Background: an optimization exercise with open tools, aiming at small area and a short achievable clock period. Do not read the settings as production practice.
In this exercise RTL edits were held to simulation tests only and were not proved equivalent to the original.
No driver is modelled on the clock port, so clocking that relies on it looks cheaper here than on a real chip.

==> v22 <==
## gm_packet_hub
module gm_packet_hub
	(
	input logic system_clk,
	input logic rst_n,
	input logic round_start,
	input logic rx_empty,  
	input logic rx_waiting,
	input logic rx_wren,
	input logic proc_ready,
	input logic proc_ack,
	input logic proc_data_ready,
	input logic proc_done,
	input logic tx_ready,
	input logic [PB_AW-1:0] rx_address,
	input logic [PB_AW-1:0] tx_address,
	input logic [PB_DW-1:0] rx_data,
	input logic [PB_DW-1:0] proc_wdata,
	output logic move_packet,
	output logic send_ship,
	output logic proc_request,
	output logic proc_valid,
	output logic proc_irq,
	output logic [PB_DW-1:0] pb_q,
	output logic [PB_DW-1:0] proc_data,
	output logic [DEST_W-1:0] dest_address,
	output logic [PB_AW-1:0] player_base
	);
	logic bus_free;  
	logic sending;
	logic receiving;
	logic transmitting;
	logic rx_claim;
	logic [PB_AW-1:0] rd_address;  
	logic [PB_AW-1:0] wr_address;  
	logic [PB_DW-1:0] wr_wdata;
	logic wr_wren;
	logic [PB_AW-1:0] mem_address;  
	logic [PB_DW-1:0] mem_wdata;
	logic mem_wren;
	logic [PB_DW-1:0] mem_q;
	assign pb_q = mem_q;  
	packet_buffer u_packet_buffer (
		.system_clk (system_clk),
		.address (mem_address),
		.wdata (mem_wdata),
		.wren (mem_wren),
		.q (mem_q)
	);
	buffer_arbiter u_buffer_arbiter (
		.system_clk (system_clk),
		.rst_n (rst_n),
		.transmitting (transmitting),
		.rx_claim (rx_claim),
		.sending (sending),
		.receiving (receiving),
		.rx_address (rx_address),
  ...
==> module packet_buffer, before the edit <==
module packet_buffer
	(
	input logic system_clk,
	input logic [PB_AW-1:0] address,  
	input logic [PB_DW-1:0] wdata,  
	input logic wren,  
	output logic [PB_DW-1:0] q  
	);
	logic [PB_DW-1:0] mem [0:(1 << PB_AW)-1];  
	logic [PB_AW-1:0] addr_q;  
	always_ff @(posedge system_clk)
	begin
		if (wren)
		begin
			mem[address] <= wdata;  
		end
		addr_q <= address;  
	end
	assign q = mem[addr_q];
endmodule
==> module buffer_arbiter, before the edit <==
module buffer_arbiter
	(
	input logic system_clk,
	input logic rst_n,
	input logic transmitting,
	input logic rx_claim,
	input logic sending,
	input logic receiving,
	input logic [PB_AW-1:0] rx_address,  
	input logic [PB_DW-1:0] rx_wdata,
	input logic rx_wren,
	input logic [PB_AW-1:0] tx_address,  
	input logic [PB_AW-1:0] rd_address,  
	input logic [PB_AW-1:0] wr_address,  
	input logic [PB_DW-1:0] wr_wdata,
	input logic wr_wren,
	output logic [PB_AW-1:0] mem_address,  
	output logic [PB_DW-1:0] mem_wdata,
	output logic mem_wren
	);
	logic [OWN_W-1:0] owner;  
	always_ff @(posedge system_clk or negedge rst_n)
	begin
		if (!rst_n)
		begin
			owner <= OWN_IDLE;
		end
		else if (transmitting)
		begin
			owner <= OWN_TX;
		end
		else if (rx_claim)
		begin
			owner <= OWN_RX;  
		end
		else if (sending)
		begin
			owner <= OWN_PROC_READ;
		end
		else if (receiving)
		begin
			owner <= OWN_PROC_WRITE;
		end
	end
	always_comb
	begin
		mem_address = '0;  
		mem_wdata = '0;
		mem_wren = 1'b0;
		case (owner)
			OWN_TX:
			begin
				mem_address = tx_address;
			end
			OWN_RX:
			begin
				mem_address = rx_address;
				mem_wdata = rx_wdata;
				mem_wren = rx_wren;
			end
			OWN_PROC_READ:
			begin
				mem_address = rd_address;
			end
			OWN_PROC_WRITE:
			begin
				mem_address = wr_address;
				mem_wdata = wr_wdata;
				mem_wren = wr_wren;
			end
			default:
			begin
				mem_wren = 1'b0;  
			end
		endcase
	end
endmodule
clock: 11.0 ns
lec_check: 0
cap_margin: 20
core_margin: 2
core_utilization: 35
place_density: 0.42
slew_margin: 20
synth_memory_max_bits: 16384
run.sh (not shown) runs the stock make flow with config.mk's settings and CLKGATE_MAP_FILE= SYNTH_SCRIPT=/design/flow/synth_recipe.tcl, a recipe that flattens the netlist after the stock synthesis.
==> inputs of v31, as changes to v22 <==
--- a/flow/design.v
+++ b/flow/design.v
@@ -40,6 +40,49 @@
 endpackage
 `timescale 1ns/1ps
 import gm_pkg::*;
+module pb_word
+	(
+	input logic system_clk,
+	input logic we,
+	input logic [PB_DW-1:0] d,
+	output logic [PB_DW-1:0] q
+	);
+	always_ff @(posedge system_clk)
+	begin
+		if (we)
+		begin
+			q <= d;
+		end
+	end
+endmodule
+module pb_rd2
+	(
+	input logic s0_n,
+	input logic s1_n,
+	input logic m0,
+	input logic m1,
+	output logic y
+	);
+	assign y = ~((m0 | s0_n) & (m1 | s1_n));
+endmodule
+module pb_nand4
+	(
+	input logic a,
+	input logic b,
+	input logic c,
+	input logic d,
+	output logic y
+	);
+	assign y = ~(a & b & c & d);
+endmodule
+module pb_nor2
+	(
+	input logic a,
+	input logic b,
+	output logic y
+	);
+	assign y = ~(a | b);
+endmodule
 module packet_buffer
 	(
 	input logic system_clk,
@@ -48,17 +91,108 @@
 	input logic wren,  
 	output logic [PB_DW-1:0] q  
 	);
-	logic [PB_DW-1:0] mem [0:(1 << PB_AW)-1];  
-	logic [PB_AW-1:0] addr_q;  
+	localparam int NW = 1 << PB_AW;
+	logic [7:0] w_lo, w_mid, w_hi;
+	logic [PB_DW-1:0] pd;
+	logic [7:0] r_lo, r_mid, r_hi;
+	always_comb
+	begin
+		for (int k = 0; k < 8; k++)
+		begin
+			r_lo[k] = (address[2:0] == 3'(k));
+			r_mid[k] = (address[5:3] == 3'(k));
+			r_hi[k] = (address[8:6] == 3'(k));
+		end
+	end
+	logic [NW-1:0] we;  
+	logic [NW-1:0] rs_n;  
+	logic [PB_DW-1:0] m [0:NW-1];  
+	logic [PB_DW-1:0] l1 [0:NW/2-1];  
+	logic [PB_DW-1:0] l2 [0:NW/4-1];  
+	logic [PB_DW-1:0] l3 [0:NW/16-1];  
+	logic [PB_DW-1:0] l4 [0:NW/32-1];  
+	logic [PB_DW-1:0] l5 [0:NW/128-1];  
+	genvar i, b;
+	generate
+		for (i = 0; i < NW; i++)
+		begin : g_w
+			assign we[i] = w_lo[i % 8] && w_mid[(i / 8) % 8] && w_hi[i / 64];
+			assign rs_n[i] = !(r_lo[i % 8] && r_mid[(i / 8) % 8] && r_hi[i / 64]);
+			pb_word u_word (
+				.system_clk (system_clk),
+				.we (we[i]),
+				.d (pd),
+				.q (m[i])
+			);
+		end
+		for (b = 0; b < PB_DW; b++)
+		begin : g_bit
+			for (i = 0; i < NW / 2; i++)
+			begin : g_l1
+				pb_rd2 u_rd (
+					.s0_n (rs_n[2 * i]),
+					.s1_n (rs_n[2 * i + 1]),
+					.m0 (m[2 * i][b]),
+					.m1 (m[2 * i + 1][b]),
+					.y (l1[i][b])
+				);
+			end
+			for (i = 0; i < NW / 4; i++)
+			begin : g_l2
+				pb_nor2 u_nor (
+					.a (l1[2 * i][b]),
+					.b (l1[2 * i + 1][b]),
+					.y (l2[i][b])
+				);
+			end
+			for (i = 0; i < NW / 16; i++)
+			begin : g_l3
+				pb_nand4 u_nand (
+					.a (l2[4 * i][b]),
+					.b (l2[4 * i + 1][b]),
+					.c (l2[4 * i + 2][b]),
+					.d (l2[4 * i + 3][b]),
+					.y (l3[i][b])
+				);
+			end
+			for (i = 0; i < NW / 32; i++)
+			begin : g_l4
+				pb_nor2 u_nor (
+					.a (l3[2 * i][b]),
+					.b (l3[2 * i + 1][b]),
+					.y (l4[i][b])
+				);
+			end
+			for (i = 0; i < NW / 128; i++)
+			begin : g_l5
+				pb_nand4 u_nand (
+					.a (l4[4 * i][b]),
+					.b (l4[4 * i + 1][b]),
+					.c (l4[4 * i + 2][b]),
+					.d (l4[4 * i + 3][b]),
+					.y (l5[i][b])
+				);
+			end
+		end
+	endgenerate
+	logic hit;
+	logic [PB_DW-1:0] fd;
+	assign hit = wren || (|(w_lo & r_lo) && |(w_mid & r_mid) && |(w_hi & r_hi));
+	assign fd = wren ? wdata : pd;
+	logic [PB_DW-1:0] part_r [0:3];
 	always_ff @(posedge system_clk)
 	begin
-		if (wren)
+		w_lo <= wren ? r_lo : '0;
+		w_mid <= r_mid;
+		w_hi <= r_hi;
+		pd <= wdata;
+		part_r[0] <= hit ? ~fd : l5[0];
+		for (int j = 1; j < 4; j++)
 		begin
-			mem[address] <= wdata;  
+			part_r[j] <= hit ? '0 : l5[j];
 		end
-		addr_q <= address;  
 	end
-	assign q = mem[addr_q];
+	assign q = ~(part_r[0] | part_r[1] | part_r[2] | part_r[3]);
 endmodule
 `timescale 1ns/1ps
 import gm_pkg::*;
@@ -82,62 +216,28 @@
 	output logic [PB_DW-1:0] mem_wdata,
 	output logic mem_wren
 	);
-	logic [OWN_W-1:0] owner;  
+	logic own_tx, own_rx, own_rd, own_wr;  
 	always_ff @(posedge system_clk or negedge rst_n)
 	begin
 		if (!rst_n)
 		begin
-			owner <= OWN_IDLE;
-		end
-		else if (transmitting)
-		begin
-			owner <= OWN_TX;
-		end
-		else if (rx_claim)
-		begin
-			owner <= OWN_RX;  
-		end
-		else if (sending)
-		begin
-			owner <= OWN_PROC_READ;
-		end
-		else if (receiving)
-		begin
-			owner <= OWN_PROC_WRITE;
+			own_tx <= 1'b0;
+			own_rx <= 1'b0;
+			own_rd <= 1'b0;
+			own_wr <= 1'b0;
+		end
+		else if (transmitting || rx_claim || sending || receiving)
+		begin
+			own_tx <= transmitting;
+			own_rx <= !transmitting && rx_claim;
+			own_rd <= !transmitting && !rx_claim && sending;
+			own_wr <= !transmitting && !rx_claim && !sending;
 		end
 	end
-	always_comb
-	begin
-		mem_address = '0;  
-		mem_wdata = '0;
-		mem_wren = 1'b0;
-		case (owner)
-			OWN_TX:
-			begin
-				mem_address = tx_address;
-			end
-			OWN_RX:
-			begin
-				mem_address = rx_address;
-				mem_wdata = rx_wdata;
-				mem_wren = rx_wren;
-			end
-			OWN_PROC_READ:
-			begin
-				mem_address = rd_address;
-			end
-			OWN_PROC_WRITE:
-			begin
-				mem_address = wr_address;
-				mem_wdata = wr_wdata;
-				mem_wren = wr_wren;
-			end
-			default:
-			begin
-				mem_wren = 1'b0;  
-			end
-		endcase
-	end
+	assign mem_address = ({PB_AW{own_tx}} & tx_address) | ({PB_AW{own_rx}} & rx_address)
+		| ({PB_AW{own_rd}} & rd_address) | ({PB_AW{own_wr}} & wr_address);
+	assign mem_wdata = ({PB_DW{own_rx}} & rx_wdata) | ({PB_DW{own_wr}} & wr_wdata);
+	assign mem_wren = (own_rx && rx_wren) || (own_wr && wr_wren);
 endmodule
 `timescale 1ns/1ps
 import gm_pkg::*;
==> flow/flow/run.sh (new file) <==
#!/bin/bash
# Standard synthesis, then the standard ORFS layout steps with: a larger
# setup repair margin (timing repair keeps working past the 11 ns clock,
# aiming at a period near what the design can reach), resizing not held to
# the same cell footprint, buf_4 as the port buffers, and one more repair
# pass after CTS and after global routing. Each step's full output goes to
# its own log in the work folder.
set -euo pipefail
F=$(pwd)/flow
bash standard.sh synth > synth.log 2>&1
bash standard.sh SETUP_SLACK_MARGIN=6.9 MATCH_CELL_FOOTPRINT=0 \
	"BUFFER_PORTS_ARGS=-buffer_cell sky130_fd_sc_hd__buf_4" \
	POST_CTS_TCL=$F/post_cts.tcl POST_GLOBAL_ROUTE_TCL=$F/post_grt.tcl \
	finish > layout.log 2>&1
==> flow/flow/post_cts.tcl (new file) <==
# Runs at the end of ORFS's CTS step: more setup repair passes on the
# placement parasitics, then legalize.
log_cmd estimate_parasitics -placement
repair_timing_helper -setup
detailed_placement
check_placement -verbose
log_cmd estimate_parasitics -placement
report_worst_slack -max
==> flow/flow/post_grt.tcl (new file) <==
# Runs at the end of ORFS's global route step: more setup repair passes on
# the global-route parasitics, then legalize, reroute the changed nets and
# write the route guides again for detailed routing.
log_cmd estimate_parasitics -global_routing
repair_timing_helper -setup
log_cmd global_route -start_incremental
log_cmd detailed_placement
log_cmd global_route -end_incremental
check_placement -verbose
log_cmd estimate_parasitics -global_routing
report_worst_slack -max
write_guides $::env(RESULTS_DIR)/route.guide
==> flow/standard.sh (new file) <==
#!/bin/bash
# synth_recipe.tcl (not shown) runs the flow's synth.tcl, then flattens the netlist and writes it again
# the make line also repeats each setting of config.mk as NAME=value (left out here)
make -C /OpenROAD-flow-scripts/flow DESIGN_CONFIG=/design/flow/config.mk WORK_HOME=/design/flow/orfs CLKGATE_MAP_FILE= SYNTH_SCRIPT=/design/flow/synth_recipe.tcl "${@:-finish}"
--- a/flow/config.mk
+++ b/flow/config.mk
@@ -7,7 +7,10 @@
 export LEC_CHECK = 0
 export CAP_MARGIN = 20
 export CORE_MARGIN = 2
-export CORE_UTILIZATION = 35
-export PLACE_DENSITY = 0.42
+export CORE_UTILIZATION = 60
+export PLACE_DENSITY = 0.68
+export SETUP_SLACK_MARGIN = 5
 export SLEW_MARGIN = 20
+export SYNTH_HIERARCHICAL = 1
 export SYNTH_MEMORY_MAX_BITS = 16384
+export TNS_END_PERCENT = 50
removed: flow/run.sh
==> summary of the runs <==
Against v22, the setup slack of v31 is better by 5600 ps. Against v31, the register-to-register slack of v22 is worse by 2100 ps. Die area: v31 is smaller than v22 (about 46%). Of v31 and v22, v31 has the higher global-route usage (gap 14 points).

[static timing again, ports no longer ideal]
The results above use ideal ports. As a check the final layouts listed here were re-extracted and re-timed, cells and wires unchanged. Step 1, drivers: a clkbuf_16 drives system_clk and a buf_2 each remaining input, both assumed. Step 2 adds t to the input delays and takes it off the output delays; t is the mean of the earliest and latest rising clock arrival at the registers after step 1. Input paths then give back, and output paths get back, about the clock's delay inside the block. a / b / c = ideal ports / drivers / drivers and shift; a / b = the first two.
run | t (ns) | setup WS [ns] | worst setup path at the end | pins driven straight from the clock port
v22 | 1.278 | 0.939 / 0.793 / 2.072 | register to output | 1
v31 | 1.275 | 6.522 / 6.489 / 5.336 | input to register | 1
After both steps every run listed still meets setup and hold. The setup slack of v31, which loses most, moves by -0.033 ns with the drivers and by -1.186 ns with both steps.
